This is an optimization exercise on Yosys and OpenROAD, whose aim is small area, not a production implementation. RTL that was checked went through simulation tests only; none was proved equivalent to the original. Power is estimated from default activity; no workload was simulated.

==> flow/design.v <==
package access_pkg;
	typedef logic [3:0] key_code_t;
	typedef struct packed {
		logic      strobe;
		key_code_t code;
	} key_event_t;
	typedef logic [11:0] user_id_t;
	typedef logic [15:0] passcode_t;
	typedef struct packed {
		logic       locked;
		logic [1:0] errors;
		passcode_t  pass;
	} user_entry_t;
	typedef struct packed {
		logic        en;
		user_id_t    id;
		user_entry_t entry;
	} table_wr_t;
	typedef struct packed {
		logic granted;
		logic denied;
		logic locked;
		logic alarm;
	} access_status_t;
endpackage
`timescale 1ns/10ps
module elevator_access (
	input  logic       clk,
	input  logic       rst,
	input  logic [4:0] key,
	output logic [3:0] status
);
	localparam logic [3:0] S_IDLE       = 4'd0;
	localparam logic [3:0] S_IDLE_G     = 4'd1;
	localparam logic [3:0] S_IDLE_D     = 4'd2;
	localparam logic [3:0] S_ID         = 4'd3;
	localparam logic [3:0] S_ID_CHECK   = 4'd4;
	localparam logic [3:0] S_WAIT_STAR  = 4'd5;
	localparam logic [3:0] S_PASS       = 4'd6;
	localparam logic [3:0] S_PASS_CHECK = 4'd7;
	localparam logic [3:0] S_ADMIN      = 4'd8;
	localparam logic [3:0] S_ADMIN_G    = 4'd9;
	localparam logic [3:0] S_NEW_ID     = 4'd10;
	localparam logic [3:0] S_NEW_PASS   = 4'd11;
	localparam logic [3:0] S_COMMIT     = 4'd12;
	localparam logic [3:0] S_ALARM      = 4'd13;
	localparam logic [3:0] S_ALARM_L    = 4'd14;
	localparam int EW = 15;
	logic [3:0] state, next_state;
	logic [2:0] cnt;
	logic       bad_key;
	logic strobe, is_digit, star_key, hash_key;
	assign strobe   = key[4];
	assign is_digit = key[3:0] <= 4'd9;
	assign star_key = strobe && (key[3:0] == 4'd10);
	assign hash_key = strobe && (key[3:0] == 4'd11);
	logic in_idle, in_admin, in_alarm;
	assign in_idle  = (state == S_IDLE) || (state == S_IDLE_G) || (state == S_IDLE_D);
	assign in_admin = (state == S_ADMIN) || (state == S_ADMIN_G);
	assign in_alarm = (state == S_ALARM) || (state == S_ALARM_L);
	logic id_st, pass_st, collecting, full, shift;
	assign id_st      = (state == S_ID) || (state == S_NEW_ID);
	assign pass_st    = (state == S_PASS) || (state == S_NEW_PASS);
	assign collecting = id_st || pass_st;
	assign full       = id_st ? (cnt == 3'd3) : (cnt == 3'd4);
	assign shift      = collecting && strobe && is_digit && !full;
	logic       id_bad, id_t;
	logic [3:0] id_o;
	logic       nid_bad, nid_t;
	logic [3:0] nid_o;
	logic       first;
	assign first = cnt == 3'd0;
	always_comb begin
		nid_bad = id_bad;
		nid_t = id_t;
		nid_o = id_o;
		if (shift && id_st) begin
			nid_bad = !first && (id_bad || id_t || (id_o > 4'd1));
			nid_t = !first && !id_bad && !id_t && (id_o == 4'd1);
			nid_o = key[3:0];
		end
	end
	always_ff @(posedge clk) begin
		id_bad <= nid_bad;
		id_t <= nid_t;
		id_o <= nid_o;
	end
	logic id_ok, is_admin;
	assign id_ok = !id_bad && (id_t ? (id_o <= 4'd8) : (id_o != 4'd0));
	assign is_admin = !id_bad && !id_t && (id_o == 4'd1);
	logic [9:0] pass_hi;
	logic [3:0] pass_lo;
	logic [9:0] hi_base;
	assign hi_base = first ? 10'd0 : pass_hi;
	always_ff @(posedge clk) begin
		if (shift && pass_st) begin
			if (cnt == 3'd3)
				pass_lo <= key[3:0];
			else
				pass_hi <= {hi_base[6:0], 3'b000} + {hi_base[8:0], 1'b0} + {6'd0, key[3:0]};
		end
	end
	function automatic logic [4:0] enc(input logic [1:0] err, input logic [3:0] d);
		enc = d[3] ? {2'b11, err, d[0]} : {err, d[2:0]};
	endfunction
	function automatic logic [1:0] code_err(input logic [4:0] c);
		code_err = (c[4:3] == 2'b11) ? c[2:1] : c[4:3];
	endfunction
	function automatic logic [4:0] code_set_err(input logic [4:0] c, input logic [1:0] err);
		code_set_err = (c[4:3] == 2'b11) ? {2'b11, err, c[0]} : {err, c[2:0]};
	endfunction
	function automatic logic [3:0] slot_of(input logic [3:0] o);
		slot_of = (o == 4'd9) ? 4'd0 : o;
	endfunction
	logic [3:0] phase;
	always_ff @(posedge clk or posedge rst) begin
		if (rst)
			phase <= 4'd0;
		else
			phase <= (phase == 4'd8) ? 4'd0 : phase + 4'd1;
	end
	logic [8:0][EW-1:0] ring0;
	logic [8:0][EW-1:0] ring1;
	logic [EW-1:0]      head0, head1;
	logic [EW-1:0]      cap;
	logic [1:0]         cap_err;
	assign cap_err = code_err(cap[4:0]);
	localparam logic [2:0] W_ENROL = 3'd3;
	localparam logic [2:0] W_LOCK  = 3'd4;
	logic       pend_v, pend_t;
	logic [3:0] pend_slot;
	logic [2:0] pend_code;
	logic       issue_chk, issue_commit, pass_match, lock_now;
	logic       w_v, w_t, w_hit;
	logic [3:0] w_slot;
	logic [2:0] w_code;
	assign issue_chk = state == S_PASS_CHECK;
	assign issue_commit = (state == S_COMMIT) && star_key;
	assign pass_match = (cap[EW-1:5] == pass_hi) && (cap[4:0] == enc(cap_err, pass_lo));
	assign lock_now = cap_err[1];
	assign w_v = issue_chk || issue_commit || pend_v;
	assign w_t = pend_v ? pend_t : id_t;
	assign w_slot = pend_v ? pend_slot : slot_of(id_o);
	assign w_code = pend_v ? pend_code :
		issue_commit ? W_ENROL :
		pass_match ? 3'd0 :
		lock_now ? W_LOCK :
		(cap_err == 2'd0) ? 3'd1 : 3'd2;
	assign w_hit = w_v && (w_slot == phase);
	always_ff @(posedge clk or posedge rst) begin
		if (rst)
			pend_v <= 1'b0;
		else
			pend_v <= w_v && !w_hit;
	end
	always_ff @(posedge clk) begin
		pend_t <= w_t;
		pend_slot <= w_slot;
		pend_code <= w_code;
	end
	localparam logic [4:0] C_LOCKED = 5'b11110;
	localparam logic [EW-1:0] ADMIN_ENTRY = {10'd123, 5'b00100};
	logic [EW-1:0] new_entry;
	assign new_entry = {pass_hi, enc(2'd0, pass_lo)};
	logic sweep;
	always_ff @(posedge clk or posedge rst) begin
		if (rst)
			sweep <= 1'b1;
		else if (phase == 4'd8)
			sweep <= 1'b0;
	end
	function automatic logic [EW-1:0] upd(input logic [EW-1:0] e, input logic [2:0] c);
		if (c == W_ENROL)
			upd = new_entry;
		else if (c == W_LOCK)
			upd = {e[EW-1:5], C_LOCKED};
		else
			upd = {e[EW-1:5], code_set_err(e[4:0], c[1:0])};
	endfunction
	always_comb begin
		head0 = ring0[8];
		head1 = ring1[8];
		if (w_hit && !w_t)
			head0 = upd(ring0[8], w_code);
		if (w_hit && w_t)
			head1 = upd(ring1[8], w_code);
		if (sweep) begin
			head0 = (phase == 4'd1) ? ADMIN_ENTRY : {ring0[8][EW-1:5], C_LOCKED};
			head1[4:0] = C_LOCKED;
		end
	end
	always_ff @(posedge clk) begin
		ring0 <= {ring0[7:0], head0};
		ring1 <= {ring1[7:0], head1};
	end
	always_ff @(posedge clk) begin
		if (slot_of(nid_o) == phase)
			cap <= nid_t ? head1 : head0;
	end
	logic [8:0] lk0, lk1;
	for (genvar i = 0; i < 9; i++) begin : g_lk
		assign lk0[i] = ring0[i][4:1] == 4'b1111;
		assign lk1[i] = ring1[i][4:1] == 4'b1111;
	end
	logic [3:0] id_slot;
	logic [4:0] rel_raw;
	logic [3:0] rel, lk_pos;
	logic       id_locked, pend_same;
	assign id_slot = slot_of(id_o);
	assign rel_raw = {1'b0, id_slot} - {1'b0, phase};
	assign rel = rel_raw[4] ? rel_raw[3:0] + 4'd9 : rel_raw[3:0];
	assign lk_pos = 4'd8 - rel;
	assign pend_same = pend_v && (pend_t == id_t) && (pend_slot == id_slot);
	assign id_locked = pend_same ? (pend_code == W_LOCK) :
		(sweep && !rel_raw[4]) ? 1'b1 :
		id_t ? lk1[lk_pos] : lk0[lk_pos];
	always_comb begin
		next_state = state;
		case (state)
			S_IDLE, S_IDLE_G, S_IDLE_D:
				next_state = star_key ? S_ID : S_IDLE;
			S_ID:
				if (bad_key)
					next_state = S_ALARM;
				else if (full)
					next_state = S_ID_CHECK;
			S_ID_CHECK:
				if (!id_ok)
					next_state = S_IDLE;
				else if (id_locked)
					next_state = S_ALARM;
				else
					next_state = S_WAIT_STAR;
			S_WAIT_STAR:
				if (star_key)
					next_state = S_PASS;
			S_PASS:
				if (bad_key)
					next_state = S_ALARM;
				else if (full)
					next_state = S_PASS_CHECK;
			S_PASS_CHECK:
				if (pass_match)
					next_state = is_admin ? S_ADMIN_G : S_IDLE_G;
				else
					next_state = lock_now ? S_ALARM_L : S_IDLE_D;
			S_ADMIN, S_ADMIN_G:
				next_state = hash_key ? S_NEW_ID : star_key ? S_IDLE : S_ADMIN;
			S_NEW_ID:
				if (bad_key)
					next_state = S_ALARM;
				else if (full)
					next_state = id_ok ? S_NEW_PASS : S_IDLE;
			S_NEW_PASS:
				if (bad_key)
					next_state = S_ALARM;
				else if (full)
					next_state = S_COMMIT;
			S_COMMIT:
				if (star_key)
					next_state = S_IDLE;
			S_ALARM, S_ALARM_L:
				next_state = (cnt == 3'd7) ? S_IDLE : S_ALARM;
			default:
				next_state = S_IDLE;
		endcase
	end
	always_ff @(posedge clk or posedge rst) begin
		if (rst)
			state <= S_IDLE;
		else
			state <= next_state;
	end
	logic restart;
	assign restart = collecting ? (next_state != state) : !in_alarm;
	always_ff @(posedge clk) begin
		if (restart)
			cnt <= 3'd0;
		else if (shift || in_alarm)
			cnt <= cnt + 3'd1;
		bad_key <= collecting && strobe && !is_digit;
	end
	assign status = {(state == S_IDLE_G) || (state == S_ADMIN_G), state == S_IDLE_D,
		state == S_ALARM_L, in_alarm};
endmodule
clock: 8.0 ns
lec_check: 0
cap_margin: 20
core_margin: 2
core_utilization: 70
place_density: 0.8
slew_margin: 20
standard.sh (not shown) runs the stock make flow with config.mk's settings and CLKGATE_MAP_FILE= SYNTH_SCRIPT=/design/flow/synth_recipe.tcl, a recipe that flattens the netlist after the stock synthesis.
==> flow/flow/run.sh <==
#!/bin/bash
# Standard ORFS layout with three changes: CTS without dummy loads, the
# smallest buffer on the ports, and the CTS buffer and clustering settings.
set -euo pipefail
bash standard.sh \
  CTS_ARGS="-sink_clustering_enable -repair_clock_nets -sink_clustering_size 10 -sink_clustering_max_diameter 30 -buf_list sky130_fd_sc_hd__clkbuf_4 -dont_use_dummy_load" \
  BUFFER_PORTS_ARGS="-buffer_cell sky130_fd_sc_hd__buf_1" \
  finish > standard.log 2>&1
The baseline finished with timing, DRC and antenna clean.
Next try:
--- a/flow/design.v
+++ b/flow/design.v
@@ -160,5 +160,4 @@
 	end
 	localparam logic [4:0] C_LOCKED = 5'b11110;
-	localparam logic [EW-1:0] ADMIN_ENTRY = {10'd123, 5'b00100};
 	logic [EW-1:0] new_entry;
 	assign new_entry = {pass_hi, enc(2'd0, pass_lo)};
@@ -186,11 +185,24 @@
 			head1 = upd(ring1[8], w_code);
 		if (sweep) begin
-			head0 = (phase == 4'd1) ? ADMIN_ENTRY : {ring0[8][EW-1:5], C_LOCKED};
+			if (phase != 4'd1)
+				head0[4:0] = C_LOCKED;
 			head1[4:0] = C_LOCKED;
 		end
 	end
-	always_ff @(posedge clk) begin
-		ring0 <= {ring0[7:0], head0};
-		ring1 <= {ring1[7:0], head1};
+	localparam logic [EW-1:0] ADMIN_ENTRY = {10'd123, 5'b00100};
+	for (genvar i = 0; i < 9; i++) begin : g_ring
+		if (i == 7) begin : g_admin
+			always_ff @(posedge clk or posedge rst) begin
+				if (rst)
+					ring0[i] <= ADMIN_ENTRY;
+				else
+					ring0[i] <= ring0[i-1];
+			end
+		end else begin : g_plain
+			always_ff @(posedge clk)
+				ring0[i] <= (i == 0) ? head0 : ring0[(i+8)%9];
+		end
+		always_ff @(posedge clk)
+			ring1[i] <= (i == 0) ? head1 : ring1[(i+8)%9];
 	end
 	always_ff @(posedge clk) begin
Result: The changed run finished clean; maximum frequency came out lower by 4.5%; non-clock buffer count falls by 1; power grows by about 0.6%; hold slack degrades by 0.040 ns; via count goes down by 4.5%; setup slack gets worse by 0.20 ns; wire length drops by about 4%; global-route usage came out lower by 0.74 points; final cell count drops by about 3.2%; count of clock-buffer cells in the layout grows by 1; design area is lower by about 1.5%; core utilization went down by 0.25 points; register-to-register slack loses 0.20 ns; synthesized area is lower by about 2%.
The RTL of the first run of this note was laid out without a check of its function.

==> separate check: timing with driven ports <==
The flow's constraints put no driver on any port. The routed layouts listed below were extracted and timed again, unchanged, in two steps.
Step 1: set_driving_cell puts a clkbuf_16 on clk and a buf_2 on each other input, an assumption about the parent block.
Step 2 adds t to the input delays and takes it off the output delays; t is the mean of the earliest and latest rising clock arrival at the registers after step 1. Input paths then give back, and output paths get back, about the clock's delay inside the block.
Slacks: ideal ports / drivers / drivers and shift; pairs: ideal ports / drivers.
run	t, ns	slack for setup (ns)	worst register clock-pin slew, ns
the first run	0.626	3.828 / 3.828 / 3.560	0.11 / 0.11
the second run	0.639	3.630 / 3.630 / 3.041	0.10 / 0.10
After both steps every run listed still meets setup and hold. For the second run, which loses most, drivers alone change the setup slack by 0.000 ns; drivers and shift together by -0.589 ns.
